This is an optimization exercise on Yosys and OpenROAD, whose aim is small area, not a production implementation.
The RTL was checked by simulation tests, not by an equivalence proof against the original design.
Power and IR drop assume default switching activity.

**design/flow/config.mk**
```make
export PLATFORM = sky130hd
export DESIGN_NAME = id_stage_pipe
export DESIGN_NICKNAME = id_stage_pipe
export VERILOG_FILES = /design/flow/design.v
export SDC_FILE = /design/flow/constraint.sdc
export NUM_CORES = 4
export LEC_CHECK = 0
export CAP_MARGIN = 20
export CORE_MARGIN = 2
export CORE_UTILIZATION = 45
export PLACE_DENSITY = 0.55
export SLEW_MARGIN = 20
export SYNTH_HIERARCHICAL = 1
```
**design/flow/constraint.sdc**
```tcl
create_clock -name core_clock -period 5.0 [get_ports {clk}]
set_input_delay 1.0000 -clock core_clock [delete_from_list [all_inputs] [get_ports {clk}]]
set_output_delay 1.0000 -clock core_clock [all_outputs]
set_load 0.01 [all_outputs]
```
**design/flow/design.v**
```verilog
module id_stage_pipe #(
    parameter int XLEN     = 32,
    parameter int NUM_REGS = 32,
    parameter int RAW      = $clog2(NUM_REGS),
    parameter int LINK_REG = 31
) (
    input  logic               clk,
    input  logic               reset,
    input  logic               if_valid,
    input  logic [31:0]        if_instr,
    input  logic [31:0]        if_pc,
    output logic               id_ready,
    input  logic               wb_we,
    input  logic [RAW-1:0]     wb_addr,
    input  logic [XLEN-1:0]    wb_data,
    input  logic               ex_ready,
    input  logic               flush,
    output logic               ex_valid,
    output logic [31:0]        ex_pc,
    output logic [5:0]         ex_op,
    output logic [5:0]         ex_funct,
    output logic [4:0]         ex_shamt,
    output logic [XLEN-1:0]    ex_rs_data,
    output logic [XLEN-1:0]    ex_rt_data,
    output logic [XLEN-1:0]    ex_imm,
    output logic [25:0]        ex_target,
    output logic [RAW-1:0]     ex_dst,
    output logic               ex_regwrite,
    output logic               ex_memread,
    output logic               ex_memwrite
);
    localparam logic [RAW-1:0] LINK_ADDR = RAW'(LINK_REG);
    logic [XLEN-1:0]     rf [1:NUM_REGS-1];
    logic [NUM_REGS-1:1] written;
    logic [5:0]      op;
    logic [RAW-1:0]  rs;
    logic [RAW-1:0]  rt;
    assign op = if_instr[31:26];
    assign rs = if_instr[21 +: RAW];
    assign rt = if_instr[16 +: RAW];
    always_ff @(posedge clk or posedge reset) begin
        if (reset) written <= '0;
        else if (wb_we)
            for (int i = 1; i < NUM_REGS; i++)
                if (wb_addr == RAW'(i)) written[i] <= 1'b1;
    end
    always_ff @(posedge clk) begin
        if (wb_we)
            for (int i = 1; i < NUM_REGS; i++)
                if (wb_addr == RAW'(i)) rf[i] <= wb_data;
    end
    logic            byp_rs, byp_rt;
    logic [XLEN-1:0] rs_data, rt_data;
    assign byp_rs = wb_we && wb_addr == rs && rs != '0;
    assign byp_rt = wb_we && wb_addr == rt && rt != '0;
    logic [NUM_REGS-1:0] sel_rs, sel_rt;
    always_comb begin
        sel_rs[0] = byp_rs;
        sel_rt[0] = byp_rt;
        for (int i = 1; i < NUM_REGS; i++) begin
            sel_rs[i] = !byp_rs && written[i] && rs == RAW'(i);
            sel_rt[i] = !byp_rt && written[i] && rt == RAW'(i);
        end
    end
    for (genvar b = 0; b < XLEN; b++) begin : g_rd
        logic [NUM_REGS-1:0] col;
        assign col[0] = wb_data[b];
        for (genvar i = 1; i < NUM_REGS; i++) begin : g_col
            assign col[i] = rf[i][b];
        end
        id_rdbit u_rs (.sel(sel_rs), .d(col), .y(rs_data[b]));
        id_rdbit u_rt (.sel(sel_rt), .d(col), .y(rt_data[b]));
    end
    logic        ex_live;
    logic [31:0] ex_instr;
    logic [5:0]  eop;
    logic        ex_load;
    logic        rs_used, rt_used, stall;
    assign eop = ex_instr[31:26];
    assign ex_memread = (eop == 6'h23);
    always_comb begin
        rs_used = !(op == 6'h02 || op == 6'h03 || op == 6'h0F);
        rt_used = (op == 6'h00 || op == 6'h2B || op == 6'h04 || op == 6'h05);
        stall   = if_valid && ex_live && ex_memread && ex_instr[20:16] != '0 &&
                  ((rs_used && ex_instr[20:16] == rs) || (rt_used && ex_instr[20:16] == rt));
    end
    assign id_ready = !stall && (!ex_live || ex_ready);
    assign ex_load  = !ex_live || ex_ready;
    always_ff @(posedge clk or posedge reset) begin
        if (reset)                  ex_live <= 1'b0;
        else if (flush)             ex_live <= 1'b0;
        else if (ex_live && !ex_ready) ex_live <= 1'b1;
        else if (stall)             ex_live <= 1'b0;
        else                        ex_live <= if_valid;
    end
    always_ff @(posedge clk) begin
        if (ex_load) begin
            ex_pc      <= if_pc;
            ex_instr   <= if_instr;
            ex_rs_data <= rs_data;
            ex_rt_data <= rt_data;
        end
    end
    assign ex_valid  = ex_live;
    assign ex_op     = eop;
    assign ex_funct  = ex_instr[5:0];
    assign ex_shamt  = ex_instr[10:6];
    assign ex_target = ex_instr[25:0];
    always_comb begin
        ex_dst      = '0;
        ex_regwrite = 1'b0;
        ex_memwrite = 1'b0;
        case (eop)
            6'h00: begin
                ex_dst      = ex_instr[15:11];
                ex_regwrite = (ex_instr[5:0] != 6'h08);
            end
            6'h08, 6'h09, 6'h0A, 6'h0B, 6'h0C, 6'h0D, 6'h0E, 6'h0F, 6'h23: begin
                ex_dst      = ex_instr[20:16];
                ex_regwrite = 1'b1;
            end
            6'h2B:   ex_memwrite = 1'b1;
            6'h03: begin
                ex_dst      = LINK_ADDR;
                ex_regwrite = 1'b1;
            end
            default: ;
        endcase
        case (eop)
            6'h0C, 6'h0D, 6'h0E: ex_imm = XLEN'(ex_instr[15:0]);
            6'h0F:               ex_imm = XLEN'({ex_instr[15:0], 16'h0000});
            default:             ex_imm = XLEN'($signed(ex_instr[15:0]));
        endcase
    end
endmodule
module id_rdbit (
    input  logic [31:0] sel,
    input  logic [31:0] d,
    output logic        y
);
    logic [10:0] n;
    logic [2:0]  p;
    for (genvar k = 0; k < 10; k++) begin : g_t
        id_aoi222 u_t (.a0(sel[3*k]),   .b0(d[3*k]),
                       .a1(sel[3*k+1]), .b1(d[3*k+1]),
                       .a2(sel[3*k+2]), .b2(d[3*k+2]), .y(n[k]));
    end
    id_aoi22 u_t10 (.a0(sel[30]), .b0(d[30]), .a1(sel[31]), .b1(d[31]), .y(n[10]));
    id_nand4 u_p0 (.a(n[0]), .b(n[1]), .c(n[2]), .d(n[3]), .y(p[0]));
    id_nand4 u_p1 (.a(n[4]), .b(n[5]), .c(n[6]), .d(n[7]), .y(p[1]));
    id_nand3 u_p2 (.a(n[8]), .b(n[9]), .c(n[10]), .y(p[2]));
    id_or3   u_y  (.a(p[0]), .b(p[1]), .c(p[2]), .y(y));
endmodule
module id_aoi222 (
    input  logic a0, b0, a1, b1, a2, b2,
    output logic y
);
    assign y = ~((a0 & b0) | (a1 & b1) | (a2 & b2));
endmodule
module id_aoi22 (
    input  logic a0, b0, a1, b1,
    output logic y
);
    assign y = ~((a0 & b0) | (a1 & b1));
endmodule
module id_nand4 (
    input  logic a, b, c, d,
    output logic y
);
    assign y = ~(a & b & c & d);
endmodule
module id_nand3 (
    input  logic a, b, c,
    output logic y
);
    assign y = ~(a & b & c);
endmodule
module id_or3 (
    input  logic a, b, c,
    output logic y
);
    assign y = a | b | c;
endmodule
```
**design/flow/run.sh**
```bash
#!/bin/bash
# synth_recipe.tcl (not shown) runs the flow's synth.tcl, then flattens the netlist and writes it again
# the make line also repeats each setting of config.mk as NAME=value (left out here)
make -C /OpenROAD-flow-scripts/flow DESIGN_CONFIG=/design/flow/config.mk WORK_HOME=/design/flow/orfs CLKGATE_MAP_FILE= SYNTH_SCRIPT=/design/flow/synth_recipe.tcl finish
```
==> results of run 1 <==
[power breakdown]
group          switching [mW]  internal [mW]
combinational           0.944          0.673
clock                    3.77           5.42
sequential              0.231           10.9
[cells by family (layout without fill, tap and decap cells)]
| kind of cell | Yosys count | in the layout | synth area share, % |
|---|---|---|---|
| buffers and inverters | 30 | 684 | 0.3686 |
| XOR/XNOR | 18 | 18 | 0.3492 |
| other | 0 | 5 | 0 |
| flip-flops | 1152 | 1152 | 76.26 |
| AO/OA/AOI/OAI | 738 | 738 | 16.57 |
| AND/OR/NAND/NOR | 496 | 496 | 6.446 |
[cell type report]
cell class                      instances  area, um^2  area share [%]
Inverter                                3       11.26         0.02018
Multi-Input combinational cell       1252       10840           19.43
Clock buffer                          146        3142           5.632
Timing Repair Buffer                  460        4842           8.679
Tap cell                             1298        1624           2.911
Sequential cell                      1152       34430           61.72
Antenna cell                            5       12.51         0.02243
Clock inverter                         75       884.6           1.586
[flip-flops by register name, summed over array words and instances, names as in the netlist]
name        flops
rf            992
ex_instr       32
ex_pc          32
ex_rs_data     32
ex_rt_data     32
written        31
ex_live         1
[modules after synthesis (local to each module, per instance), excerpt]
module	cells inside	cell area, um^2	copies in the design
id_aoi22	1	12.51	64
id_aoi222	1	10.01	640
id_nand3	1	5.005	64
id_nand4	1	6.256	128
id_or3	1	6.256	64
id_stage_pipe	1474	36420	1
[per-layer routing]
layer | vias up | track usage [%]
met5 | - | 0
met4 | 10 | 14.97
met3 | 603 | 10.53
met2 | 3156 | 51.43
met1 | 16800 | 45.86
li1 | 12940 | -
[worst min path at each step]
stage	slack (ns)	end	cells after the start	from
2_1_floorplan	0.45	written[10]$_DFFE_PP0P_	1	written[10]$_DFFE_PP0P_
6_report	0.48	written[25]$_DFFE_PP0P_	1	written[25]$_DFFE_PP0P_
3_3_place_gp	0.46	written[31]$_DFFE_PP0P_	1	written[31]$_DFFE_PP0P_
4_1_cts	0.48	written[25]$_DFFE_PP0P_	1	written[25]$_DFFE_PP0P_
5_1_grt	0.50	written[13]$_DFFE_PP0P_	1	written[13]$_DFFE_PP0P_
3_5_place_dp	0.46	written[16]$_DFFE_PP0P_	1	written[16]$_DFFE_PP0P_
[critical path, stage by stage]
cell	delay, ns
clkdlybuf4s50_1	0.68
xnor2_1	0.16
nand3_1	0.17
o31ai_1	0.55
buf_4	0.21
nor2b_1	0.08
and3_1	0.18
buf_4	0.35
a222oi_1	0.48
nand4_1	0.51
or3_1	0.53
[placed cells by master, fill, tap and decap left out, types with 25 or more instances in the layout]
| cell | instances |
|---|---|
| dfrtp_1 | 32 |
| or3_1 | 65 |
| buf_12 | 54 |
| clkbuf_16 | 121 |
| and3_1 | 29 |
| nand3_1 | 70 |
| nor2_1 | 26 |
| nand4_1 | 131 |
| a22oi_2 | 64 |
| a222oi_1 | 640 |
| clkdlybuf4s50_1 | 286 |
| and3_2 | 28 |
| nor2b_1 | 25 |
| buf_4 | 119 |
| edfxtp_1 | 1120 |
| or2_2 | 31 |
==> results.toml, run 1 <==
[power_and_ir_drop]
powerDensity_nw_per_um2 = 394.2
total_power_mw = 21.99
p_leak_nw = 18.06
peakVddDrop_v = 0.0003179

[worst_setup_path]
endpoint_kind = "register"
r2r_slack_ns = 2.20
crit_end = "ex_rt_data[28]$_DFFE_PP_"
critPathLaunchType = "primary input"
required_ns = 5.44
r2r_end = "ex_rt_data[28]$_DFFE_PP_"
crit_start = "if_instr[16]"
crit-reg2reg-launch = "written[18]$_DFFE_PP0P_"
crit_fanout = 32
critPathArrivalTime_ns = 4.96
critPathKind = "primary input to register"
r2r_cells = 5

[logic_synthesis]
syn_inst = 2434
avgSynthCellArea_um2 = 18.55
synth_area_leaders = "edfxtp_1 74%, a222oi_1 14%, nand4_1 1.8%"
synth_edf_count = 1120
post-synth-top-count-cell = "edfxtp_1"
yosys_warnings = 8
ys_async_sr_fraction_pct = 2.778
yosysSeqAreaShare_pct = 76.26
ys_seq_elements = 1152
synth_largest_area_cell = "edfxtp_1"
ys_types = 43
synth.cells.most_frequent = "1120 x edfxtp_1, 640 x a222oi_1, 131 x nand4_1, 70 x nand3_1, 65 x or3_1"
syn_area_um2 = 45150
ys.flop_type = "edfxtp_1"
synth_nets = 2541
yosysTopAreaCellShare_pct = 74.49

[timing]
fin_crit_ns = 4.518
maxSlewViolCount = 0
finalHoldViolCount = 0
whs_ns = 0.4810
rsz0062_at_grt = "no"
tightestPinTransition_ns = 1.317
fin_crit_sh_pct = 90.37
fin_ws_ns = 0.4816
max_freq_mhz = 221.3
max_slew_margin_pct = 12.17
finClkSkew_ns = 0.03489
setup_viol = 0
fin_setup_tns_ns = 0

[detailed_routing]
ant_nets = 0
drc = 0
num_vias = 33510
avgViaCountPerCell = 7.631
drt_pre_antenna_iters = 12
route.met3.wl_um = 27940
drtIter0Drc = 8580
met2_length_um = 79710
wirelength_um = 180400
top_layer_used = "met5"
wl_met1_um = 63870
post_drt_wl_per_cell_um = 41.09

[finish]
drive_gt1_share_pct = 16.94
fin_area_um2 = 55790
fin_util_pct = 55.95
fin_cells = 4391
syn2layout_area_growth_pct = 23.56
nFillCells = 7653
nNetsFinal = 3094

[clock_tree]
cts.reportedPaths.clkPinSlew_ns = 0.07
ctsRootBufferMaster = "clkbuf_16"
cts_tree = "built"
cts.sinks = 1152
cts_buffers = 118
clock_path_buffers = 3
clk-insertion-delay-late_ns = 0.71
cts_resized = 0
holdBufCountCts = 0
post_cts_buffers = 0
cts_htree_levels = 3

[place]
gp_congestion = 0.8802
placed_cells = 4165
port_buffers = 287
place_ws_ns = -0.06866
placed_cell_area_um2 = 51740
hpwlAfterDp_um = 101600

[die]
std_cell_rows = 116
die_w_um = 320.8
die_y_um = 320.8
coreArea_um2 = 99710
dieArea_um2 = 102900
initial_core_util_pct = 45.28
io-pin-count = 288

[global_routing]
grt_overflow = 0
grt_use_total_pct = 34.17
grt_max_degree = 54
grt_pass1_wl_um = 246300
antenna_found_initial = 22
grt_pass1_vias = 32430

[job]
maxCapViolCount = 0

[hold_path]
min_path_type = "register to register"

[outcome]
outcome = "finished clean"
==> inputs of run 2 (changes only) <==
--- a/design/flow/design.v
+++ b/design/flow/design.v
@@ -138,17 +138,18 @@
     input  logic [31:0] d,
     output logic        y
 );
-    logic [10:0] n;
+    logic [11:0] n;
     logic [2:0]  p;
     for (genvar k = 0; k < 10; k++) begin : g_t
         id_aoi222 u_t (.a0(sel[3*k]),   .b0(d[3*k]),
                        .a1(sel[3*k+1]), .b1(d[3*k+1]),
                        .a2(sel[3*k+2]), .b2(d[3*k+2]), .y(n[k]));
     end
-    id_aoi22 u_t10 (.a0(sel[30]), .b0(d[30]), .a1(sel[31]), .b1(d[31]), .y(n[10]));
+    id_nand2 u_t10 (.a(sel[30]), .b(d[30]), .y(n[10]));
+    id_nand2 u_t11 (.a(sel[31]), .b(d[31]), .y(n[11]));
     id_nand4 u_p0 (.a(n[0]), .b(n[1]), .c(n[2]), .d(n[3]), .y(p[0]));
     id_nand4 u_p1 (.a(n[4]), .b(n[5]), .c(n[6]), .d(n[7]), .y(p[1]));
-    id_nand3 u_p2 (.a(n[8]), .b(n[9]), .c(n[10]), .y(p[2]));
+    id_nand4 u_p2 (.a(n[8]), .b(n[9]), .c(n[10]), .d(n[11]), .y(p[2]));
     id_or3   u_y  (.a(p[0]), .b(p[1]), .c(p[2]), .y(y));
 endmodule
 module id_aoi222 (
@@ -157,11 +158,11 @@
 );
     assign y = ~((a0 & b0) | (a1 & b1) | (a2 & b2));
 endmodule
-module id_aoi22 (
-    input  logic a0, b0, a1, b1,
+module id_nand2 (
+    input  logic a, b,
     output logic y
 );
-    assign y = ~((a0 & b0) | (a1 & b1));
+    assign y = ~(a & b);
 endmodule
 module id_nand4 (
     input  logic a, b, c, d,
@@ -169,12 +170,6 @@
 );
     assign y = ~(a & b & c & d);
 endmodule
-module id_nand3 (
-    input  logic a, b, c,
-    output logic y
-);
-    assign y = ~(a & b & c);
-endmodule
 module id_or3 (
     input  logic a, b, c,
     output logic y
==> design/flow/flow/run.sh (new file) <==
#!/bin/bash
# Own layout flow: the standard flow (standard.sh, unchanged synthesis) with
#  - port buffers made of the smallest plain buffer (buf_1) instead of the default pick,
#  - clock tree built from clkbuf_4/clkbuf_8 without dummy balancing loads.
# Each tool's full output stays in orfs/logs/; make's own output goes to flow_make.log.
set -euo pipefail
export BUFFER_PORTS_ARGS="-buffer_cell sky130_fd_sc_hd__buf_1"
export CTS_ARGS="-sink_clustering_enable -repair_clock_nets -dont_use_dummy_load -buf_list {sky130_fd_sc_hd__clkbuf_4 sky130_fd_sc_hd__clkbuf_8} -sink_clustering_size 20"
bash standard.sh finish > flow_make.log 2>&1
==> design/flow/standard.sh (new file) <==
#!/bin/bash
# synth_recipe.tcl (not shown) runs the flow's synth.tcl, then flattens the netlist and writes it again
# the make line also repeats each setting of config.mk as NAME=value (left out here)
make -C /OpenROAD-flow-scripts/flow DESIGN_CONFIG=/design/flow/config.mk WORK_HOME=/design/flow/orfs CLKGATE_MAP_FILE= SYNTH_SCRIPT=/design/flow/synth_recipe.tcl "${@:-finish}"
--- a/design/flow/config.mk
+++ b/design/flow/config.mk
@@ -5,9 +5,9 @@
 export SDC_FILE = /design/flow/constraint.sdc
 export NUM_CORES = 4
 export LEC_CHECK = 0
-export CAP_MARGIN = 20
+export CAP_MARGIN = 10
 export CORE_MARGIN = 2
 export CORE_UTILIZATION = 45
 export PLACE_DENSITY = 0.55
-export SLEW_MARGIN = 20
+export SLEW_MARGIN = 10
 export SYNTH_HIERARCHICAL = 1
removed: design/flow/run.sh
==> run 2 against run 1 <==
Effect of this change:
- still clean on timing, DRC and antenna
- setup slack better by 0.44 ns
- synthesized cell count up 2.6%
- clock power decreased by 27%
- critical path depth decreased by 1
- register-to-register slack better by 0.06 ns
- clock skew grew 0.067 ns
- cell count is 1.3% higher
- sequential power barely moved
- non-clock buffer count up 35
==> results.toml, run 2 <==
[power_and_ir_drop]
peakVddDrop_v = 0.0002431
switching_share_pct = 23.21
total_power_mw = 19.09
sequentialPowerShare_pct = 58.6
pwr-share-comb_pct = 6.4
internal_power_mw = 14.66
p_leak_nw = 16.78
p_switching_mw = 4.431
clkPwrFrac_pct = 35.1
powerDensity_nw_per_um2 = 365.2

[worst_setup_path]
crit_end = "ex_rs_data[10]$_DFFE_PP_"
endpoint_kind = "register"
crit_start = "wb_addr[1]"
cp_slowest_cell = "and3_2"
r2r_end = "ex_rs_data[10]$_DFFE_PP_"
path_buf_inv = 2
critPathKind = "primary input to register"
crit_fanout = 18
crit_chain = "buf_1 -> xnor2_1 -> nand2_1 -> o31ai_1 -> nor2_1 -> and3_2 -> buf_4 -> a222oi_1 -> nand4_1 -> or3_1"
r2r_cells = 5
critPathArrivalTime_ns = 4.65
crit-reg2reg-launch = "written[14]$_DFFE_PP0P_"
critPathLaunchType = "primary input"
crit_family = "simple AND/OR/NAND/NOR gates"
r2r_slack_ns = 2.26
required_ns = 5.57
cpPeakStageDelay_ns = 0.55
critical_path_depth = 10

[finish]
largest_register_ffs = 992
nNetsFinal = 3265
nFillCells = 7986
final_cell_mix = "1120 x edfxtp_1, 640 x a222oi_1, 285 x buf_1"
final_common_cell = "edfxtp_1"
top_register = "rf"
drive_gt1_share_pct = 16.98
syn2layout_area_growth_pct = 16.41
fin_area_um2 = 52280

[logic_synthesis]
syn_inst = 2498
yosysTopAreaCellShare_pct = 74.89
synth_nets = 2605
synth_largest_area_cell = "edfxtp_1"
synth_area_leaders = "edfxtp_1 75%, a222oi_1 14%, nand4_1 2.7%"
avgSynthCellArea_um2 = 17.98
ys_seq_elements = 1152
syn_area_um2 = 44910
ys_types = 42
ys.flop_type = "edfxtp_1"
ys_async_sr_fraction_pct = 2.778
yosysSeqAreaShare_pct = 76.67
yosys_warnings = 8
synth.cells.most_frequent = "1120 x edfxtp_1, 640 x a222oi_1, 195 x nand4_1, 139 x nand2_1, 65 x or3_1"
post-synth-top-count-cell = "edfxtp_1"
synth_edf_count = 1120

[detailed_routing]
drc = 0
drt_pre_antenna_iters = 17
wirelength_um = 177500
avgViaCountPerCell = 7.680
post_drt_wl_per_cell_um = 39.92
num_vias = 34150
ant_nets = 0
drtIter0Drc = 8500

[clock_tree]
holdBufCountCts = 0
cts_resized = 0
cts_tree = "built"
ctsRootBufferMaster = "clkbuf_8"
cts_buffers = 190
clock_path_buffers = 3
cts_htree_levels = 4
clk-insertion-delay-late_ns = 0.87
cts.sinks = 1152
cts.reportedPaths.clkPinSlew_ns = 0.06
post_cts_buffers = 0

[timing]
fin_crit_sh_pct = 81.63
max_slew_margin_pct = 15.21
setup_viol = 0
tightestPinTransition_ns = 1.272
finClkSkew_ns = 0.1017
max_freq_mhz = 245.0
maxSlewViolCount = 0
rsz0062_at_grt = "no"
finalHoldViolCount = 0
fin_setup_tns_ns = 0
fin_crit_ns = 4.081
whs_ns = 0.2403

[die]
die_w_um = 319.9
io-pin-count = 288
std_cell_rows = 115
die_y_um = 319.9
coreArea_um2 = 98710
dieArea_um2 = 102300
initial_core_util_pct = 45.50

[global_routing]
grt_use_total_pct = 33.85
grt_overflow = 0
grt_pass1_wl_um = 244900
grt_max_degree = 130
antenna_found_initial = 10
grt_pass1_vias = 33310

[place]
hpwlAfterDp_um = 107700
port_buffers = 287
placed_cell_area_um2 = 49660
gp_congestion = 0.9464

[outcome]
outcome = "finished clean"

[hold_path]
min_path_type = "primary input to asynchronous set/reset pin"

[job]
maxCapViolCount = 0
## run 2: changes by cell type in the layout (fill, tap and decap cells not counted), moves of 23 or more
cell             previous run  this run
clkbuf_8                    2       190
clkinv_2                   24         0
nand3_1                    70         6
and3_2                     28        56
clkbuf_1                   23         0
a22oi_2                    64         0
nand4_1                   131       195
and3_1                     29         3
nand2_1                    11       139
buf_4                     119       181
buf_12                     54        27
clkbuf_16                 121         0
buf_1                       0       285
clkdlybuf4s50_1           286         0
## run 2: worst min-delay path by stage
stage / end / slack [ns] / startpoint
floorplan: written[10]$_DFFE_PP0P_ / 0.45 / written[10]$_DFFE_PP0P_
global placement: written[6]$_DFFE_PP0P_ / 0.46 / written[6]$_DFFE_PP0P_
detailed placement: written[15]$_DFFE_PP0P_ / 0.47 / written[15]$_DFFE_PP0P_
CTS: written[14]$_DFFE_PP0P_ / 0.20 / reset
global route: written[14]$_DFFE_PP0P_ / 0.26 / reset
finish: written[14]$_DFFE_PP0P_ / 0.24 / reset
## run 2: Yosys stat by module (local to each module, per instance), a selection
module         cells inside  flops+latches  copies in the design
id_aoi222                 1              0                   640
id_nand2                  1              0                   128
id_nand4                  1              0                   192
id_or3                    1              0                    64
id_stage_pipe          1474           1152                     1
## run 2: area by class of cell
cell class / instances / area, um^2 / share of cell area [%]
Antenna cell: 3 / 7.507 / 0.01436
Clock buffer: 190 / 2615 / 5.002
Inverter: 3 / 11.26 / 0.02154
Multi-Input combinational cell: 1316 / 10620 / 20.32
Sequential cell: 1152 / 34430 / 65.86
Tap cell: 1287 / 1610 / 3.080
Timing Repair Buffer: 495 / 2979 / 5.698
## run 2: cells by family (layout without fill, tap and decap cells)
kind of cell	count (synthesis)	count (layout)	share of synthesized area, %
simple gates	624	624	7.728
xor+xnor	18	18	0.3510
buf+inv	30	688	0.3705
compound gates	674	674	14.88
flops	1152	1152	76.67
other cells	0	3	0
## run 2: worst register-to-register path: stages (launching register included)
cell	delay [ns]
dfrtp_1	0.39
and3_2	0.49
buf_4	0.39
a222oi_1	0.54
nand4_1	0.25
or3_1	0.41
## run 2: power by group through the flow
stage,clock [mW],combinational (mW),sequential (mW)
floorplan,0,0.469,11.3
finish,6.69,1.22,11.2
CTS,6.77,1.20,11.2
global route,7.16,1.28,11.2
detailed placement,0,1.20,11.4
global placement,0,1.18,11.4
## run 2: through the flow
stage          util [%]  setup WS, ns  std cells
6_report          52.96        0.9186       4446
5_1_grt           52.96        0.8946       4444
4_1_cts           52.95         1.034       4443
3_5_place_dp      50.31        0.2453       4253
3_3_place_gp      50.31        0.3677       4253
2_1_floorplan         -        0.1038       2498
## run 2: metal layers
layer  global-route usage [%]  vias up  routed length [um]
li1                         -    13130                   -
met1                    45.70    17000               63900
met2                    49.05     3415               75900
met3                    11.28      596               28350
met4                    17.04        4                9309
met5                        0        -                  19
==> inputs of run 3 (changes only) <==
--- a/design/flow/design.v
+++ b/design/flow/design.v
@@ -53,23 +53,39 @@
     logic [XLEN-1:0] rs_data, rt_data;
     assign byp_rs = wb_we && wb_addr == rs && rs != '0;
     assign byp_rt = wb_we && wb_addr == rt && rt != '0;
-    logic [NUM_REGS-1:0] sel_rs, sel_rt;
+    logic [3:0] hi_rs, hi_rt;
+    logic [7:0] lo_rs, lo_rt;
     always_comb begin
-        sel_rs[0] = byp_rs;
-        sel_rt[0] = byp_rt;
-        for (int i = 1; i < NUM_REGS; i++) begin
-            sel_rs[i] = !byp_rs && written[i] && rs == RAW'(i);
-            sel_rt[i] = !byp_rt && written[i] && rt == RAW'(i);
-        end
-    end
+        for (int j = 0; j < 4; j++) begin
+            hi_rs[j] = !byp_rs && rs[4:3] == 2'(j);
+            hi_rt[j] = !byp_rt && rt[4:3] == 2'(j);
+        end
+        for (int k = 0; k < 8; k++) begin
+            lo_rs[k] = rs[2:0] == 3'(k);
+            lo_rt[k] = rt[2:0] == 3'(k);
+        end
+    end
+    logic [NUM_REGS-1:0] sel_rs_lo, sel_rs_hi, sel_rt_lo, sel_rt_hi;
+    id_selgate u_sel_rs_lo (.hi(hi_rs), .lo(lo_rs), .byp(byp_rs), .written(written), .sel(sel_rs_lo));
+    id_selgate u_sel_rs_hi (.hi(hi_rs), .lo(lo_rs), .byp(byp_rs), .written(written), .sel(sel_rs_hi));
+    id_selgate u_sel_rt_lo (.hi(hi_rt), .lo(lo_rt), .byp(byp_rt), .written(written), .sel(sel_rt_lo));
+    id_selgate u_sel_rt_hi (.hi(hi_rt), .lo(lo_rt), .byp(byp_rt), .written(written), .sel(sel_rt_hi));
     for (genvar b = 0; b < XLEN; b++) begin : g_rd
         logic [NUM_REGS-1:0] col;
         assign col[0] = wb_data[b];
         for (genvar i = 1; i < NUM_REGS; i++) begin : g_col
             assign col[i] = rf[i][b];
         end
-        id_rdbit u_rs (.sel(sel_rs), .d(col), .y(rs_data[b]));
-        id_rdbit u_rt (.sel(sel_rt), .d(col), .y(rt_data[b]));
+        logic [NUM_REGS-1:0] s_rs, s_rt;
+        if (b < XLEN/2) begin : g_lo
+            assign s_rs = sel_rs_lo;
+            assign s_rt = sel_rt_lo;
+        end else begin : g_hi
+            assign s_rs = sel_rs_hi;
+            assign s_rt = sel_rt_hi;
+        end
+        id_rdbit u_rs (.sel(s_rs), .d(col), .y(rs_data[b]));
+        id_rdbit u_rt (.sel(s_rt), .d(col), .y(rt_data[b]));
     end
     logic        ex_live;
     logic [31:0] ex_instr;
@@ -133,6 +149,18 @@
         endcase
     end
 endmodule
+module id_selgate (
+    input  logic [3:0]  hi,
+    input  logic [7:0]  lo,
+    input  logic        byp,
+    input  logic [31:1] written,
+    output logic [31:0] sel
+);
+    assign sel[0] = byp;
+    for (genvar i = 1; i < 32; i++) begin : g_s
+        assign sel[i] = hi[i / 8] && lo[i % 8] && written[i];
+    end
+endmodule
 module id_rdbit (
     input  logic [31:0] sel,
     input  logic [31:0] d,
==> design/flow/flow/run.sh (replaced) <==
#!/bin/bash
# Own layout flow: the standard flow (standard.sh, unchanged synthesis) with
#  - port buffers made of the smallest plain buffer (buf_1) instead of the default pick,
#  - a clock tree of clkbuf_8 leaf clusters (up to 20 flops within 50 um), without dummy
#    balancing loads.
# Each tool's full output stays in orfs/logs/; make's own output goes to flow_make.log.
set -euo pipefail
export BUFFER_PORTS_ARGS="-buffer_cell sky130_fd_sc_hd__buf_1"
export CTS_ARGS="-sink_clustering_enable -repair_clock_nets -dont_use_dummy_load -buf_list {sky130_fd_sc_hd__clkbuf_8} -sink_clustering_size 20 -sink_clustering_max_diameter 50"
bash standard.sh finish > flow_make.log 2>&1
==> run 3 against run 2 <==
Effect of this change:
- still clean on timing, DRC and antenna
- register-to-register slack lost 0.09 ns
- sequential cell count is the same
- via count shrank 4.4%
- global-route usage shrank 2.9 points
- first-iteration DRC count shrank 10%
- critical path depth grew 1
- fmax shrank 3.4%
- power shrank 7.7%
- cell count shrank 1.6%
- critical endpoint is now ex_rt_data[7]$_DFFE_PP_
==> results.toml, run 3 <==
[clock_tree]
clock_path_buffers = 3
cts_buffers = 120
cts.sinks = 1152
cts.reportedPaths.clkPinSlew_ns = 0.08
ctsRootBufferMaster = "clkbuf_8"
post_cts_buffers = 0
cts_resized = 0
cts_tree = "built"
cts_htree_levels = 3
holdBufCountCts = 0
clk-insertion-delay-late_ns = 0.85

[logic_synthesis]
synth_edf_count = 1120
avgSynthCellArea_um2 = 17.78
post-synth-top-count-cell = "edfxtp_1"
syn_area_um2 = 45260
synth_nets = 2652
synth_area_leaders = "edfxtp_1 74%, a222oi_1 14%, nand4_1 2.7%"
syn_inst = 2545
ys.flop_type = "edfxtp_1"
ys_seq_elements = 1152
synth.cells.most_frequent = "1120 x edfxtp_1, 640 x a222oi_1, 198 x nand4_1, 138 x nand2_1, 127 x and3_1"
yosysSeqAreaShare_pct = 76.08
synth_largest_area_cell = "edfxtp_1"
ys_types = 42
yosys_warnings = 8
yosysTopAreaCellShare_pct = 74.31
ys_async_sr_fraction_pct = 2.778

[timing]
fin_crit_sh_pct = 84.50
finalHoldViolCount = 0
rsz0062_at_grt = "no"
tightestPinTransition_ns = 1.162
maxSlewViolCount = 0
max_slew_margin_pct = 22.56
finClkSkew_ns = 0.08302
fin_setup_tns_ns = 0
fin_crit_ns = 4.225
max_freq_mhz = 236.7
whs_ns = 0.3292
setup_viol = 0

[detailed_routing]
wirelength_um = 164800
post_drt_wl_per_cell_um = 37.65
avgViaCountPerCell = 7.459
num_vias = 32650
drtIter0Drc = 7645
drt_pre_antenna_iters = 14
ant_nets = 0
drc = 0

[die]
io-pin-count = 288
coreArea_um2 = 99860
die_w_um = 321.1
initial_core_util_pct = 45.32
die_y_um = 321.1
dieArea_um2 = 103100
std_cell_rows = 116

[finish]
seqCellArea_um2 = 34430
nFillCells = 8257
multi_input_area_um2 = 10860
final_cell_mix = "1120 x edfxtp_1, 640 x a222oi_1, 287 x buf_1"
syn2layout_area_growth_pct = 12.47
top_register = "rf"
drive_gt1_share_pct = 11.26
largest_register_ffs = 992
nNetsFinal = 3181
final_common_cell = "edfxtp_1"

[global_routing]
grt_use_total_pct = 30.95
antenna_found_initial = 12
grt_pass1_vias = 31550
grt_pass1_wl_um = 227800
grt_overflow = 0
grt_max_degree = 68

[worst_setup_path]
endpoint_kind = "register"
critPathKind = "primary input to register"
crit-reg2reg-launch = "ex_live$_DFF_PP0_"
r2r_cells = 2
r2r_slack_ns = 2.17
r2r_end = "ex_rs_data[0]$_DFFE_PP_"
required_ns = 5.58
crit_fanout = 29
critPathLaunchType = "primary input"
critPathArrivalTime_ns = 4.80

[job]
maxCapViolCount = 0

[place]
gp_congestion = 0.9471
port_buffers = 287
hpwlAfterDp_um = 101800

[hold_path]
min_path_type = "primary input to asynchronous set/reset pin"

[power_and_ir_drop]
p_leak_nw = 16.31
powerDensity_nw_per_um2 = 346.2
total_power_mw = 17.62
peakVddDrop_v = 0.0001937

[outcome]
outcome = "finished clean"
run 3: cell type report:
class                      count  share of cell area [%]
antenna                        7                 0.03441
timing repair buffer         441                   4.535
inverter                       2                 0.01475
sequential                  1152                   67.65
tap                         1298                   3.191
multi-input combinational   1357                   21.33
clock buffer                 120                   3.245
run 3: per-module statistics from Yosys, one instance, submodules excluded, a selection:
module,cell area [um^2],cells inside,flip-flops and latches
id_aoi222,10.01,1,0
id_selgate,201.4,32,0
id_stage_pipe,35960,1393,1152
id_nand2,3.754,1,0
id_or3,6.256,1,0
id_nand4,6.256,1,0
run 3: where the power goes:
group          switching (mW)  internal (mW)
clock                    3.05           2.11
combinational           0.880          0.380
sequential              0.268           10.9
run 3: logic make-up (layout without fill, tap and decap cells):
| kind of cell | after synthesis | after routing | share of synthesized area (%) |
|---|---|---|---|
| other cells | 0 | 7 | 0 |
| buf+inv | 36 | 563 | 0.4755 |
| compound gates | 670 | 670 | 14.71 |
| xor+xnor | 20 | 20 | 0.3871 |
| mux | 1 | 1 | 0.02212 |
| flops | 1152 | 1152 | 76.08 |
| simple gates | 666 | 666 | 8.322 |
run 3: worst max-delay path by stage:
stage | start | to | slack [ns] | cells after the start
after CTS | wb_addr[3] | ex_rt_data[16]$_DFFE_PP_ | 0.93 | 12
after global routing | wb_addr[2] | ex_rt_data[16]$_DFFE_PP_ | 0.79 | 12
after global placement | wb_addr[2] | ex_rt_data[7]$_DFFE_PP_ | 0.09 | 11
after detailed placement | wb_addr[3] | ex_rt_data[7]$_DFFE_PP_ | 0.06 | 11
final | wb_addr[2] | ex_rt_data[7]$_DFFE_PP_ | 0.77 | 11
after floorplan | wb_addr[4] | rf[4][0]$_DFFE_PP_ | 0.75 | 4
run 3: through the flow:
step | setup slack (ns) | utilization [%] | cell area, um^2 | std cells
floorplan | 0.7474 | - | 45260 | 2545
global placement | 0.09118 | 49.30 | 49230 | 4250
detailed placement | 0.06185 | 49.30 | 49230 | 4250
CTS | 0.9285 | 50.95 | 50880 | 4370
global route | 0.7883 | 50.96 | 50880 | 4371
finish | 0.7748 | 50.97 | 50900 | 4377
run 3: worst max-delay path: stages:
cell,delay [ns]
buf_1,0.45
xnor2_1,0.18
nand4_1,0.16
a211oi_4,0.26
buf_4,0.50
nor3_1,0.09
buf_4,0.20
and3_1,0.44
a222oi_1,0.50
nand4_1,0.48
or3_1,0.51
run 3: metal layers:
layer	track usage [%]	up-vias	part of all wire, %	wire length, um
met2	49.00	2720	46	75780
met5	0	-	0.0067	11
met4	18.97	2	7.4	12170
met1	39.81	16360	35	57540
met3	5.698	513	12	19280
li1	-	13060	-	-
==> inputs of run 4 (changes only) <==
--- a/design/flow/config.mk
+++ b/design/flow/config.mk
@@ -7,7 +7,7 @@
 export LEC_CHECK = 0
 export CAP_MARGIN = 10
 export CORE_MARGIN = 2
-export CORE_UTILIZATION = 45
-export PLACE_DENSITY = 0.55
+export CORE_UTILIZATION = 55
+export PLACE_DENSITY = 0.67
 export SLEW_MARGIN = 10
 export SYNTH_HIERARCHICAL = 1
==> run 4 against run 3 <==
Effect of this change:
- area after synthesis unchanged
- register-to-register slack improved by 0.07 ns
- sequential share of layout area increased by 1.1 points
- critical endpoint is now ex_rt_data[2]$_DFFE_PP_
- still clean
==> results.toml, run 4 <==
[finish]
fin_util_pct = 61.30
top_register = "rf"
drive_gt1_share_pct = 10.17
nFillCells = 5922
largest_register_ffs = 992
seqCellArea_um2 = 34430
multi_input_area_um2 = 10870
final_common_cell = "edfxtp_1"
fin_area_um2 = 50090
syn2layout_area_growth_pct = 10.68
nNetsFinal = 3139
final_cell_mix = "1120 x edfxtp_1, 640 x a222oi_1, 286 x buf_1"

[worst_setup_path]
critPathLaunchType = "primary input"
cpPeakStageDelay_ns = 0.95
crit_start = "if_instr[18]"
critPathArrivalTime_ns = 4.76
crit_fanout = 16
endpoint_kind = "register"
crit_family = "simple AND/OR/NAND/NOR gates"
crit_chain = "buf_1 -> nor3_1 -> buf_4 -> a211oi_4 -> nor3b_1 -> buf_4 -> and3_1 -> a222oi_1 -> nand4_1 -> or3_1"
crit-reg2reg-launch = "written[18]$_DFFE_PP0P_"
cp_slowest_cell = "nor3b_1"
critPathKind = "primary input to register"
crit_top_cell = "buf_4"
path_buf_inv = 3
required_ns = 5.62

[global_routing]
grt_overflow = 0
grt_pass1_vias = 31860
grt_pass1_wl_um = 218900
grt_max_degree = 67
antenna_found_initial = 21
grt_use_total_pct = 35.76

[logic_synthesis]
synth.area.mux_share_pct = 0.02212
ys_seq_elements = 1152
synthAdderAreaFrac_pct = 0
synth_largest_area_cell = "edfxtp_1"
synth_edf_count = 1120
yosys_warnings = 8
synth.cells.most_frequent = "1120 x edfxtp_1, 640 x a222oi_1, 198 x nand4_1, 138 x nand2_1, 127 x and3_1"
yosys.area_share.simple_pct = 8.322
yosysSeqAreaShare_pct = 76.08
avgSynthCellArea_um2 = 17.78
syn_inst = 2545
synth-xor-area-share_pct = 0.3871
yosysTopAreaCellShare_pct = 74.31
syn_area_um2 = 45260
ys_async_sr_fraction_pct = 2.778
synth_nets = 2652
ys.flop_type = "edfxtp_1"
synth_area_leaders = "edfxtp_1 74%, a222oi_1 14%, nand4_1 2.7%"
ys_types = 42
post-synth-top-count-cell = "edfxtp_1"
synth_compound_area_share_pct = 14.71
synth_top_family_by_area = "compound AO/OA/AOI/OAI gates"

[die]
std_cell_rows = 105
io-pin-count = 288
coreArea_um2 = 81720
die_y_um = 290.9
die_w_um = 290.9
dieArea_um2 = 84600
initial_core_util_pct = 55.38

[timing]
max_slew_margin_pct = 14.40
maxSlewViolCount = 0
fin_ws_ns = 0.8566
fin_setup_tns_ns = 0
finalHoldViolCount = 0
fin_crit_ns = 4.143
fin_crit_sh_pct = 82.87
finClkSkew_ns = 0.08534
setup_viol = 0
rsz0062_at_grt = "no"
tightestPinTransition_ns = 1.281
max_freq_mhz = 241.3

[clock_tree]
cts.sinks = 1152
cts_buffers = 98
clock_path_buffers = 3
cts.reportedPaths.clkPinSlew_ns = 0.11
cts_tree = "built"
post_cts_buffers = 0
cts_htree_levels = 3
ctsRootBufferMaster = "clkbuf_8"
clk-insertion-delay-late_ns = 0.77
cts_resized = 0
holdBufCountCts = 0

[place]
place_ws_ns = 0.3826
hpwlAfterDp_um = 94960
gp_congestion = 0.9235
placed_cell_area_um2 = 48730
port_buffers = 287

[power_and_ir_drop]
powerDensity_nw_per_um2 = 341.0
switching_share_pct = 23.64
clkPwrFrac_pct = 27.2
peakVddDrop_v = 0.0001949
pwr-share-comb_pct = 7.2
p_switching_mw = 4.037
p_leak_nw = 16.04
internal_power_mw = 13.04
sequentialPowerShare_pct = 65.5
total_power_mw = 17.08

[detailed_routing]
drtIter0Drc = 9689
drt_pre_antenna_iters = 15
wirelength_um = 156700
drc = 0
num_vias = 33290
ant_nets = 0
avgViaCountPerCell = 8.115
post_drt_wl_per_cell_um = 38.19

[outcome]
outcome = "finished clean"

[hold_path]
min_path_type = "primary input to asynchronous set/reset pin"

[job]
maxCapViolCount = 0
run 4: cell counts after synthesis:
No cell type changed its count.
run 4: path summary, 6_finish.rpt:
path / endpoint / slack, ns / cells after the start
min in group core_clock: ex_pc[25]$_DFFE_PP_ / 0.43 / 1
max in group asynchronous: written[28]$_DFFE_PP0P_ / 4.26 / 3
max reg2reg: ex_rt_data[16]$_DFFE_PP_ / 2.24 / 4
max: ex_rt_data[2]$_DFFE_PP_ / 0.86 / 10
min reg2reg: written[1]$_DFFE_PP0P_ / 0.55 / 1
min: written[10]$_DFFE_PP0P_ / 0.33 / 3
run 4: cell type report:
cell class | instances | area share, %
inverter | 2 | 0.01499
multi-input combinational | 1357 | 21.70
antenna | 3 | 0.01499
clock buffer | 98 | 2.693
tap | 1070 | 2.673
timing repair buffer | 421 | 4.161
sequential | 1152 | 68.74
run 4: worst register-to-register path, cell delays in order (launching register included):
cell	delay, ns
dfrtp_1	0.47
and3_1	0.58
a222oi_1	0.56
nand4_1	0.43
or3_1	0.49
run 4: kinds of logic after synthesis:
logic type | count (synthesis)
AOI/OAI and AO/OA | 670
DFF | 1152
xor gates and xnor gates | 20
and+or+nand+nor | 666
buffers and inverters | 36
muxes | 1
run 4: stage by stage:
stage | cells | hold slack, ns
6_report | 4103 | 0.3278
5_1_grt | 4101 | 0.3528
4_1_cts | 4100 | 0.2912
3_5_place_dp | 4002 | 0.5280
3_3_place_gp | 4002 | 0.5134
2_1_floorplan | 2545 | 0.4795
run 4: per-module statistics from Yosys (local to each module, per instance), excerpt:
| module | cells | area [um^2] |
|---|---|---|
| id_nand4 | 1 | 6.256 |
| id_or3 | 1 | 6.256 |
| id_aoi222 | 1 | 10.01 |
| id_nand2 | 1 | 3.754 |
| id_selgate | 32 | 201.4 |
| id_stage_pipe | 1393 | 35960 |
run 4: power by group through the flow:
stage | clock network (mW) | registers, mW | logic (mW)
2_1_floorplan | 0 | 11.3 | 0.477
3_3_place_gp | 0 | 11.4 | 1.16
3_5_place_dp | 0 | 11.4 | 1.19
4_1_cts | 4.66 | 11.2 | 1.19
5_1_grt | 4.99 | 11.2 | 1.28
6_report | 4.65 | 11.2 | 1.24
run 4: metal layers:
| metal | global-route usage, % | routed length, um | part of all wire, % | up-vias |
|---|---|---|---|---|
| li1 | - | - | - | 12970 |
| met1 | 47.42 | 52480 | 33 | 16200 |
| met2 | 54.60 | 69710 | 44 | 3555 |
| met3 | 13.41 | 28340 | 18 | 557 |
| met4 | 12.55 | 6035 | 3.9 | 14 |
| met5 | 0 | 138 | 0.088 | - |
==> inputs of run 5 (changes only) <==
--- a/design/flow/config.mk
+++ b/design/flow/config.mk
@@ -7,7 +7,7 @@
 export LEC_CHECK = 0
 export CAP_MARGIN = 10
 export CORE_MARGIN = 2
-export CORE_UTILIZATION = 55
-export PLACE_DENSITY = 0.67
+export CORE_UTILIZATION = 65
+export PLACE_DENSITY = 0.77
 export SLEW_MARGIN = 10
 export SYNTH_HIERARCHICAL = 1
==> run 5 against run 4 <==
Effect of this change:
- cell area decreased by 0.32%
- area after synthesis unchanged
- hold slack got worse by 0.015 ns
- sequential cell count stayed put
- via count rose by 1.4%
- sequential power is essentially flat
- register-to-register slack improved by 0.06 ns
- first-iteration DRC count up 7.4%
- wire length is 2.9% lower
- combinational power hardly changed
- largest cell class unchanged
==> results.toml, run 5 <==
[logic_synthesis]
synth_area_leaders = "edfxtp_1 74%, a222oi_1 14%, nand4_1 2.7%"
yosys_warnings = 8
ys.flop_type = "edfxtp_1"
yosysTopAreaCellShare_pct = 74.31
avgSynthCellArea_um2 = 17.78
synth_edf_count = 1120
synth_nets = 2652
syn_area_um2 = 45260
ys_types = 42
synth_largest_area_cell = "edfxtp_1"
post-synth-top-count-cell = "edfxtp_1"
ys_seq_elements = 1152
syn_inst = 2545
yosysSeqAreaShare_pct = 76.08
synth.cells.most_frequent = "1120 x edfxtp_1, 640 x a222oi_1, 198 x nand4_1, 138 x nand2_1, 127 x and3_1"
ys_async_sr_fraction_pct = 2.778

[timing]
fin_setup_tns_ns = 0
tightestPinTransition_ns = 1.281
finClkSkew_ns = 0.07360
max_freq_mhz = 243.3
whs_ns = 0.3132
rsz0062_at_grt = "no"
fin_crit_ns = 4.110
maxSlewViolCount = 0
finalHoldViolCount = 0
fin_ws_ns = 0.8898
max_slew_margin_pct = 14.20
setup_viol = 0
fin_crit_sh_pct = 82.20

[finish]
multi_input_area_um2 = 10880
largest_register_ffs = 992
top_register = "rf"
nNetsFinal = 3142
nFillCells = 4213
fin_util_pct = 72.67
syn2layout_area_growth_pct = 10.33
drive_gt1_share_pct = 10.35
fin_cells = 3970
final_cell_mix = "1120 x edfxtp_1, 640 x a222oi_1, 284 x buf_1"
seqCellArea_um2 = 34430
final_common_cell = "edfxtp_1"

[die]
dieArea_um2 = 71750
coreArea_um2 = 68710
io-pin-count = 288
die_w_um = 267.9
die_y_um = 267.9
std_cell_rows = 96
initial_core_util_pct = 65.87

[detailed_routing]
drtIter0Drc = 10400
wirelength_um = 152100
ant_nets = 0
avgViaCountPerCell = 8.507
drt_pre_antenna_iters = 17
num_vias = 33770
post_drt_wl_per_cell_um = 38.31
drc = 0

[worst_setup_path]
r2r_slack_ns = 2.30
crit_chain = "buf_1 -> nor3_1 -> buf_4 -> a211oi_4 -> nor3_1 -> buf_4 -> and3_1 -> buf_4 -> a222oi_1 -> nand4_1 -> or3_1"
critPathKind = "primary input to register"
critPathArrivalTime_ns = 4.56
crit_fanout = 14
required_ns = 5.45
crit_family = "simple AND/OR/NAND/NOR gates"
critPathLaunchType = "primary input"
path_buf_inv = 4
cp_slowest_cell = "buf_1"
crit_top_cell = "buf_4"
endpoint_kind = "register"
crit-reg2reg-launch = "written[20]$_DFFE_PP0P_"
r2r_cells = 4
r2r_end = "ex_rt_data[24]$_DFFE_PP_"
cpPeakStageDelay_ns = 0.48

[place]
place_ws_ns = 0.4321
gp_congestion = 0.9704
port_buffers = 287
hpwlAfterDp_um = 92770
placed_cells = 3870

[clock_tree]
ctsRootBufferMaster = "clkbuf_8"
cts.sinks = 1152
post_cts_buffers = 0
cts.reportedPaths.clkPinSlew_ns = 0.12
cts_resized = 0
cts_tree = "built"
holdBufCountCts = 0
cts_htree_levels = 3
cts_buffers = 94
clk-insertion-delay-late_ns = 0.77
clock_path_buffers = 3

[global_routing]
antenna_found_initial = 13
grt_pass1_wl_um = 212600
grt_pass1_vias = 31910
grt_overflow = 0
grt_use_total_pct = 41.46
grt_max_degree = 68

[job]
maxCapViolCount = 0

[power_and_ir_drop]
clkPwrFrac_pct = 26.7
powerDensity_nw_per_um2 = 339.2
internal_power_mw = 12.97
sequentialPowerShare_pct = 66.0
pwr-share-comb_pct = 7.3
switching_share_pct = 23.41
peakVddDrop_v = 0.0002163
p_leak_nw = 16.06
p_switching_mw = 3.965

[hold_path]
min_path_type = "primary input to asynchronous set/reset pin"

[outcome]
outcome = "finished clean"
run 5: cell counts after synthesis:
Identical to the previous run, type by type.
run 5: worst max path at each step:
| stage | startpoint | end | depth (start not counted) |
|---|---|---|---|
| 3_3_place_gp | if_instr[18] | ex_rt_data[21]$_DFFE_PP_ | 11 |
| 6_report | if_instr[18] | ex_rt_data[21]$_DFFE_PP_ | 11 |
| 3_5_place_dp | if_instr[18] | ex_rt_data[21]$_DFFE_PP_ | 11 |
| 2_1_floorplan | wb_addr[4] | rf[4][0]$_DFFE_PP_ | 4 |
| 5_1_grt | wb_addr[2] | ex_rt_data[21]$_DFFE_PP_ | 11 |
| 4_1_cts | if_instr[18] | ex_rt_data[21]$_DFFE_PP_ | 11 |
run 5: Yosys stat by module (local to each module, per instance), excerpt:
module,flip-flops and latches,times used,area [um^2],cells
id_selgate,0,4,201.4,32
id_or3,0,64,6.256,1
id_stage_pipe,1152,1,35960,1393
id_nand2,0,128,3.754,1
id_aoi222,0,640,10.01,1
id_nand4,0,192,6.256,1
run 5: cells by family after synthesis:
group	after synthesis	share of synthesized area (%)
DFF	1152	76.08
AOI/OAI and AO/OA	670	14.71
and+or+nand+nor	666	8.322
buffers and inverters	36	0.4755
xor gates and xnor gates	20	0.3871
muxes	1	0.02212
run 5: power by group through the flow:
| stage | Combinational [mW] | Sequential, mW | Clock, mW |
|---|---|---|---|
| after global placement | 1.13 | 11.4 | 0 |
| after CTS | 1.17 | 11.2 | 4.47 |
| after floorplan | 0.477 | 11.3 | 0 |
| after detailed placement | 1.17 | 11.4 | 0 |
| final | 1.24 | 11.2 | 4.52 |
| after global routing | 1.28 | 11.2 | 4.81 |
run 5: tightest hold or removal path: stages:
cell and delay, ns:
buf_1 0.07, inv_1 0.05, buf_4 0.39
run 5: layer usage:
layer | vias up | track usage (%) | share of wire, % | routed length (um)
li1 | 12980 | - | - | -
met2 | 4032 | 62.19 | 43 | 65890
met1 | 15950 | 54.27 | 31 | 46670
met5 | - | 0 | 0.075 | 114
met4 | 16 | 15.25 | 5.1 | 7745
met3 | 794 | 18.17 | 21 | 31670
run 5: area by class of cell:
cell class / count / share of cell area (%)
Sequential cell: 1152 / 68.96
Clock buffer: 94 / 2.591
Timing Repair Buffer: 428 / 4.285
Multi-Input combinational cell: 1357 / 21.78
Tap cell: 931 / 2.333
Antenna cell: 6 / 0.03007
Inverter: 2 / 0.01504
run 5: metrics by stage:
| stage | total power, mW | instance area (um^2) |
|---|---|---|
| floorplan | 11.82 | 45260 |
| global placement | 12.50 | 48620 |
| detailed placement | 12.54 | 48620 |
| CTS | 16.80 | 49910 |
| global route | 17.28 | 49920 |
| finish | 16.94 | 49930 |
==> inputs of run 6 (changes only) <==
==> design/flow/config.mk (replaced) <==
export PLATFORM = sky130hd
export DESIGN_NAME = id_stage_pipe
export DESIGN_NICKNAME = id_stage_pipe
export VERILOG_FILES = /design/flow/design.v
export SDC_FILE = /design/flow/constraint.sdc
export NUM_CORES = 4
export LEC_CHECK = 0
export CAP_MARGIN = 0
export CORE_MARGIN = 2
export CORE_UTILIZATION = 55
export PLACE_DENSITY = 0.67
export SLEW_MARGIN = 0
export SYNTH_HIERARCHICAL = 1
==> run 6 against run 5 <==
Effect of this change:
- fmax shrank 0.80%
- still clean on timing, DRC and antenna
- core utilization down 11 points
- via count is 1.4% lower
- largest power group unchanged
- cell count grew 3.4%
- critical endpoint is now ex_rt_data[2]$_DFFE_PP_
- non-clock buffer count shrank 7
- setup slack worse by 0.033 ns
==> results.toml, run 6 <==
[finish]
fin_util_pct = 61.30
top_register = "rf"
syn2layout_area_growth_pct = 10.68
final_common_cell = "edfxtp_1"
largest_register_ffs = 992
drive_gt1_share_pct = 10.17
nNetsFinal = 3139
final_cell_mix = "1120 x edfxtp_1, 640 x a222oi_1, 286 x buf_1"

[logic_synthesis]
ys.flop_type = "edfxtp_1"
ys_async_sr_fraction_pct = 2.778
yosys_warnings = 8
ys_seq_elements = 1152
synth_edf_count = 1120
yosysSeqAreaShare_pct = 76.08
synth_nets = 2652
synth_largest_area_cell = "edfxtp_1"
post-synth-top-count-cell = "edfxtp_1"
syn_inst = 2545
avgSynthCellArea_um2 = 17.78
ys_types = 42
synth.cells.most_frequent = "1120 x edfxtp_1, 640 x a222oi_1, 198 x nand4_1, 138 x nand2_1, 127 x and3_1"
synth_area_leaders = "edfxtp_1 74%, a222oi_1 14%, nand4_1 2.7%"
yosysTopAreaCellShare_pct = 74.31
syn_area_um2 = 45260

[worst_setup_path]
cpPeakStageDelay_ns = 0.95
required_ns = 5.62
critPathArrivalTime_ns = 4.76
crit_top_cell = "buf_4"
critPathKind = "primary input to register"
r2r_slack_ns = 2.24
critical_path_depth = 10
cp_slowest_cell = "nor3b_1"
r2r_cells = 4
r2r_end = "ex_rt_data[16]$_DFFE_PP_"
path_buf_inv = 3
crit-reg2reg-launch = "written[18]$_DFFE_PP0P_"
crit_start = "if_instr[18]"
endpoint_kind = "register"
crit_family = "simple AND/OR/NAND/NOR gates"
crit_fanout = 16
crit_chain = "buf_1 -> nor3_1 -> buf_4 -> a211oi_4 -> nor3b_1 -> buf_4 -> and3_1 -> a222oi_1 -> nand4_1 -> or3_1"
critPathLaunchType = "primary input"
crit_end = "ex_rt_data[2]$_DFFE_PP_"

[detailed_routing]
post_drt_wl_per_cell_um = 38.19
ant_nets = 0
drc = 0
avgViaCountPerCell = 8.115
num_vias = 33290
drt_pre_antenna_iters = 15
drtIter0Drc = 9689
wirelength_um = 156700

[die]
die_w_um = 290.9
coreArea_um2 = 81720
dieArea_um2 = 84600
io-pin-count = 288
die_y_um = 290.9
initial_core_util_pct = 55.38
std_cell_rows = 105

[timing]
setup_viol = 0
maxSlewViolCount = 0
finalHoldViolCount = 0
fin_crit_sh_pct = 82.87
rsz0062_at_grt = "no"
fin_setup_tns_ns = 0
max_freq_mhz = 241.3
max_slew_margin_pct = 14.40
fin_crit_ns = 4.143
fin_ws_ns = 0.8566
tightestPinTransition_ns = 1.281
finClkSkew_ns = 0.08534

[power_and_ir_drop]
powerDensity_nw_per_um2 = 341.0
peakVddDrop_v = 0.0001949
total_power_mw = 17.08
p_leak_nw = 16.04

[clock_tree]
clk-insertion-delay-late_ns = 0.77
post_cts_buffers = 0
cts_resized = 0
cts.reportedPaths.clkPinSlew_ns = 0.11
cts_tree = "built"
holdBufCountCts = 0
clock_path_buffers = 3
ctsRootBufferMaster = "clkbuf_8"
cts.sinks = 1152
cts_htree_levels = 3
cts_buffers = 98

[place]
hpwlAfterDp_um = 94960
gp_congestion = 0.9235
port_buffers = 287
place_ws_ns = 0.3826

[job]
maxCapViolCount = 0

[hold_path]
min_path_type = "primary input to asynchronous set/reset pin"

[global_routing]
antenna_found_initial = 21
grt_pass1_wl_um = 218900
grt_max_degree = 67
grt_use_total_pct = 35.76
grt_overflow = 0
grt_pass1_vias = 31860

[outcome]
outcome = "finished clean"
## run 6: final cells by class
type                            instances  area (um^2)
Tap cell                             1070         1339
Sequential cell                      1152        34430
Multi-Input combinational cell       1357        10870
Antenna cell                            3        7.507
Fill cell                            5922        31620
Timing Repair Buffer                  421         2085
Inverter                                2        7.507
Clock buffer                           98         1349
## run 6: worst register-to-register path: stages (launching register included)
cell and delay, ns:
dfrtp_1 0.47, and3_1 0.58, a222oi_1 0.56, nand4_1 0.43
or3_1 0.49
## run 6: per-module statistics from Yosys (local to each module, per instance), excerpt
module,cells,area (um^2)
id_or3,1,6.256
id_nand4,1,6.256
id_stage_pipe,1393,35960
id_aoi222,1,10.01
id_nand2,1,3.754
id_selgate,32,201.4
## run 6: metal layers
metal,GRT usage [%],routed length (um)
met5,0,138
met1,47.42,52480
met3,13.41,28340
met2,54.60,69710
met4,12.55,6035
## run 6: cell families (layout without fill, tap and decap cells)
family | after synthesis | in the layout | share of synthesized area, %
flops | 1152 | 1152 | 76.08
compound gates | 670 | 670 | 14.71
xor+xnor | 20 | 20 | 0.3871
mux | 1 | 1 | 0.02212
other cells | 0 | 3 | 0
buf+inv | 36 | 521 | 0.4755
simple gates | 666 | 666 | 8.322
## run 6: how the worst min path moves through the flow
stage,startpoint,endpoint,slack [ns],cells after the start
floorplan,written[10]$_DFFE_PP0P_,written[10]$_DFFE_PP0P_,0.48,1
global placement,written[4]$_DFFE_PP0P_,written[4]$_DFFE_PP0P_,0.51,1
detailed placement,written[4]$_DFFE_PP0P_,written[4]$_DFFE_PP0P_,0.53,1
CTS,reset,written[10]$_DFFE_PP0P_,0.29,3
global route,reset,written[10]$_DFFE_PP0P_,0.35,3
finish,reset,written[10]$_DFFE_PP0P_,0.33,3
## run 6: through the flow
stage / instances / instance area (um^2) / hold WS, ns
floorplan: 2545 / 45260 / 0.4795
global placement: 4002 / 48730 / 0.5134
detailed placement: 4002 / 48730 / 0.5280
CTS: 4100 / 50080 / 0.2912
global route: 4101 / 50090 / 0.3528
finish: 4103 / 50090 / 0.3278
## run 6: where the power goes
part | total [mW] | internal (mW) | switching (mW)
Combinational | 1.24 | 0.370 | 0.866
Sequential | 11.2 | 10.9 | 0.266
Clock | 4.65 | 1.74 | 2.91
==> inputs of run 7 (changes only) <==
--- a/design/flow/design.v
+++ b/design/flow/design.v
@@ -38,16 +38,26 @@
     assign op = if_instr[31:26];
     assign rs = if_instr[21 +: RAW];
     assign rt = if_instr[16 +: RAW];
+    logic [3:0]          whi;
+    logic [7:0]          wlo;
+    logic [NUM_REGS-1:1] we_lo, we_hi;
+    always_comb begin
+        for (int j = 0; j < 4; j++) whi[j] = wb_we && wb_addr[4:3] == 2'(j);
+        for (int k = 0; k < 8; k++) wlo[k] = wb_addr[2:0] == 3'(k);
+    end
+    id_wgate u_we_lo (.hi(whi), .lo(wlo), .en(we_lo));
+    id_wgate u_we_hi (.hi(whi), .lo(wlo), .en(we_hi));
     always_ff @(posedge clk or posedge reset) begin
         if (reset) written <= '0;
-        else if (wb_we)
+        else
             for (int i = 1; i < NUM_REGS; i++)
-                if (wb_addr == RAW'(i)) written[i] <= 1'b1;
+                if (we_lo[i]) written[i] <= 1'b1;
     end
     always_ff @(posedge clk) begin
-        if (wb_we)
-            for (int i = 1; i < NUM_REGS; i++)
-                if (wb_addr == RAW'(i)) rf[i] <= wb_data;
+        for (int i = 1; i < NUM_REGS; i++) begin
+            if (we_lo[i]) rf[i][XLEN/2-1:0]    <= wb_data[XLEN/2-1:0];
+            if (we_hi[i]) rf[i][XLEN-1:XLEN/2] <= wb_data[XLEN-1:XLEN/2];
+        end
     end
     logic            byp_rs, byp_rt;
     logic [XLEN-1:0] rs_data, rt_data;
@@ -149,6 +159,15 @@
         endcase
     end
 endmodule
+module id_wgate (
+    input  logic [3:0]  hi,
+    input  logic [7:0]  lo,
+    output logic [31:1] en
+);
+    for (genvar i = 1; i < 32; i++) begin : g_e
+        assign en[i] = hi[i / 8] && lo[i % 8];
+    end
+endmodule
 module id_selgate (
     input  logic [3:0]  hi,
     input  logic [7:0]  lo,
--- a/design/flow/config.mk
+++ b/design/flow/config.mk
@@ -5,9 +5,9 @@
 export SDC_FILE = /design/flow/constraint.sdc
 export NUM_CORES = 4
 export LEC_CHECK = 0
-export CAP_MARGIN = 0
+export CAP_MARGIN = 10
 export CORE_MARGIN = 2
 export CORE_UTILIZATION = 55
 export PLACE_DENSITY = 0.67
-export SLEW_MARGIN = 0
+export SLEW_MARGIN = 10
 export SYNTH_HIERARCHICAL = 1
==> run 7 against run 6 <==
Effect of this change:
- largest power group unchanged
- first-iteration DRC count down 7.2%
- global-route usage up 1.8 points
- count of clock-buffer cells in the layout up 19
- hold slack better by 0.032 ns
- critical path type unchanged
- largest cell class unchanged
- die area up 0.59%
- cell area about the same
- setup slack worse by 0.032 ns
- clock power up 9.0%
- core utilization down 0.22 points
- synthesized cell count up 1.2%
==> results.toml, run 7 <==
[power_and_ir_drop]
peakVddDrop_v = 0.0002542
powerDensity_nw_per_um2 = 349.5
p_leak_nw = 16.07

[place]
hpwlAfterDp_um = 99390
port_buffers = 287
gp_congestion = 1.020

[logic_synthesis]
synth_nets = 2683
syn_area_um2 = 45530
yosysTopAreaCellShare_pct = 73.87
yosysSeqAreaShare_pct = 75.63
avgSynthCellArea_um2 = 17.67
synth_area_leaders = "edfxtp_1 74%, a222oi_1 14%, nand4_1 2.7%"
ys_async_sr_fraction_pct = 2.778
yosys_warnings = 8
synth_edf_count = 1120
ys_seq_elements = 1152
ys_types = 37
synth.cells.most_frequent = "1120 x edfxtp_1, 640 x a222oi_1, 196 x nand4_1, 138 x nand2_1, 130 x and3_1"
syn_inst = 2576
ys.flop_type = "edfxtp_1"
synth_largest_area_cell = "edfxtp_1"
post-synth-top-count-cell = "edfxtp_1"

[global_routing]
grt_pass1_wl_um = 229600
grt_use_total_pct = 37.55
grt_pass1_vias = 32360
grt_overflow = 0
grt_max_degree = 77
antenna_found_initial = 8

[clock_tree]
clk-insertion-delay-late_ns = 0.83
cts_tree = "built"
holdBufCountCts = 0
cts_resized = 0
post_cts_buffers = 0
clock_path_buffers = 3
cts_htree_levels = 3
cts_buffers = 117
ctsRootBufferMaster = "clkbuf_8"
cts.sinks = 1152
cts.reportedPaths.clkPinSlew_ns = 0.10

[timing]
finClkSkew_ns = 0.09321
max_slew_margin_pct = 11.38
fin_setup_tns_ns = 0
rsz0062_at_grt = "no"
fin_crit_ns = 4.175
whs_ns = 0.3600
finalHoldViolCount = 0
maxSlewViolCount = 0
setup_viol = 0
fin_crit_sh_pct = 83.51
tightestPinTransition_ns = 1.319
max_freq_mhz = 239.5

[worst_setup_path]
critPathArrivalTime_ns = 4.67
critPathLaunchType = "primary input"
critPathKind = "primary input to register"
endpoint_kind = "register"
required_ns = 5.49
crit_fanout = 33

[finish]
top_register = "rf"
syn2layout_area_growth_pct = 9.979
final_common_cell = "edfxtp_1"
nNetsFinal = 3146
drive_gt1_share_pct = 8.133
largest_register_ffs = 992
final_cell_mix = "1120 x edfxtp_1, 640 x a222oi_1, 287 x buf_1"

[outcome]
outcome = "finished clean"

[detailed_routing]
drtIter0Drc = 8995
wirelength_um = 163900
num_vias = 33520
avgViaCountPerCell = 8.142
ant_nets = 0
drt_pre_antenna_iters = 13
post_drt_wl_per_cell_um = 39.82
drc = 0

[die]
std_cell_rows = 105
die_y_um = 291.7
initial_core_util_pct = 55.53
coreArea_um2 = 81980
die_w_um = 291.7
dieArea_um2 = 85090
io-pin-count = 288

[job]
maxCapViolCount = 0

[hold_path]
min_path_type = "primary input to register"
run 7: cell types whose count changed in the layout (fill, tap and decap cells not counted), moves of 4 or more:
cell / delta
nor2_4: -24
diode_2: +7
nor3_1: +6
clkbuf_8: +19
nor3_2: -6
nor3b_1: +7
and2_1: +63
buf_4: -45
nand2b_1: -4
run 7: report_power, final:
group / internal (mW) / switching [mW] / total (mW)
logic: 0.369 / 0.874 / 1.24
clock network: 2.06 / 3.00 / 5.07
registers: 10.9 / 0.258 / 11.2
run 7: logic make-up (layout without fill, tap and decap cells):
kind of cell              Yosys count  after routing  share of synthesized area (%)
and+or+nand+nor                   701            701                          8.877
other                               0             10                              0
AOI/OAI and AO/OA                 670            670                          14.61
DFF                              1152           1152                          75.63
xor gates and xnor gates           20             20                         0.3847
buffers and inverters              33            494                         0.4947
run 7: final timing paths:
path                       slack [ns]                   start  depth (start not counted)                  endpoint
setup / recovery                 0.82            if_instr[21]                         10  ex_rs_data[24]$_DFFE_PP_
hold / removal                   0.36             if_instr[4]                          1     ex_instr[4]$_DFFE_PP_
setup reg to reg                 2.13  written[2]$_DFFE_PP0P_                          4  ex_rt_data[20]$_DFFE_PP_
hold reg to reg                  0.55  written[3]$_DFFE_PP0P_                          1    written[3]$_DFFE_PP0P_
max in group asynchronous        4.17                   reset                          3         ex_live$_DFF_PP0_
min in group asynchronous        0.44                   reset                          3   written[31]$_DFFE_PP0P_
run 7: final cells by class:
cell class	instances	area [um^2]
well taps	1070	1339
multi-input cells	1391	10910
repair buffers	376	1745
clock buffers	117	1610
diodes	10	25.02
inverters	1	3.754
flip-flops and latches	1152	34430
fillers	6142	31910
run 7: layer usage:
layer | vias to the layer above | global-route usage (%) | share of wire (%)
li1 | 13020 | - | -
met1 | 16390 | 49.96 | 33
met2 | 3473 | 57.69 | 45
met3 | 633 | 8.875 | 16
met4 | 2 | 20.51 | 6.5
met5 | - | 0 | 0.0067
run 7: stage by stage:
stage | utilization (%) | std cells | power [mW] | cell area [um^2] | worst slack (ns)
6_report | 61.08 | 4117 | 17.50 | 50070 | 0.8247
5_1_grt | 61.05 | 4109 | 17.93 | 50050 | 0.7527
4_1_cts | 61.03 | 4107 | 17.45 | 50030 | 0.9487
3_5_place_dp | 59.07 | 3990 | 12.58 | 48420 | 0.2425
3_3_place_gp | 59.07 | 3990 | 12.54 | 48420 | 0.3677
2_1_floorplan | - | 2576 | 11.82 | 45530 | 0.9399
run 7: critical path, stage by stage:
cell and delay, ns:
buf_1 0.36, nor3_1 0.10, buf_4 0.22, a211oi_4 0.41, buf_4 0.55, and3b_1 0.43, and3_1 0.61, a222oi_1 0.50
nand4_1 0.15, or3_1 0.34
run 7: Yosys stat by module, one instance, submodules excluded, excerpt:
| module | cells | flip-flops and latches |
|---|---|---|
| id_aoi222 | 1 | 0 |
| id_selgate | 32 | 0 |
| id_stage_pipe | 1362 | 1152 |
| id_nand4 | 1 | 0 |
| id_or3 | 1 | 0 |
| id_nand2 | 1 | 0 |
| id_wgate | 31 | 0 |

==> re-timing with driven ports <==
In the flow no input, the clock included, has a driving cell. The finished layouts below were timed again as built, in two steps. Step 1: set_driving_cell puts a clkbuf_16 on clk and a buf_2 on each other input, an assumption about the parent block. Step 2, shift: input delay + t, output delay - t, t = (earliest + latest rising clock arrival at the registers) / 2. This alone moves slack from input paths to output paths. Slacks: ideal / step 1 / step 2; pairs: ideal / step 1.
run | t (ns) | setup slack, ns | hold WS [ns]
run 1 | 0.758 | 0.482 / 0.525 / -0.233 | 0.481 / 0.481 / 0.481
run 2 | 0.884 | 0.919 / 0.936 / 0.051 | 0.240 / 0.199 / 0.484
run 3 | 0.873 | 0.775 / 0.803 / -0.070 | 0.329 / 0.294 / 0.566
run 4 | 0.789 | 0.857 / 0.885 / 0.096 | 0.328 / 0.296 / 0.546
run 5 | 0.780 | 0.890 / 0.913 / 0.133 | 0.313 / 0.273 / 0.547
run 6 | 0.789 | 0.857 / 0.885 / 0.096 | 0.328 / 0.296 / 0.546
run 7 | 0.838 | 0.825 / 0.833 / -0.005 | 0.360 / 0.331 / 0.550
With both steps, setup timing fails in run 1, run 3 and run 7, where it was met with ideal ports. For run 2, which loses most, drivers alone change the setup slack by +0.017 ns; drivers and shift together by -0.868 ns.
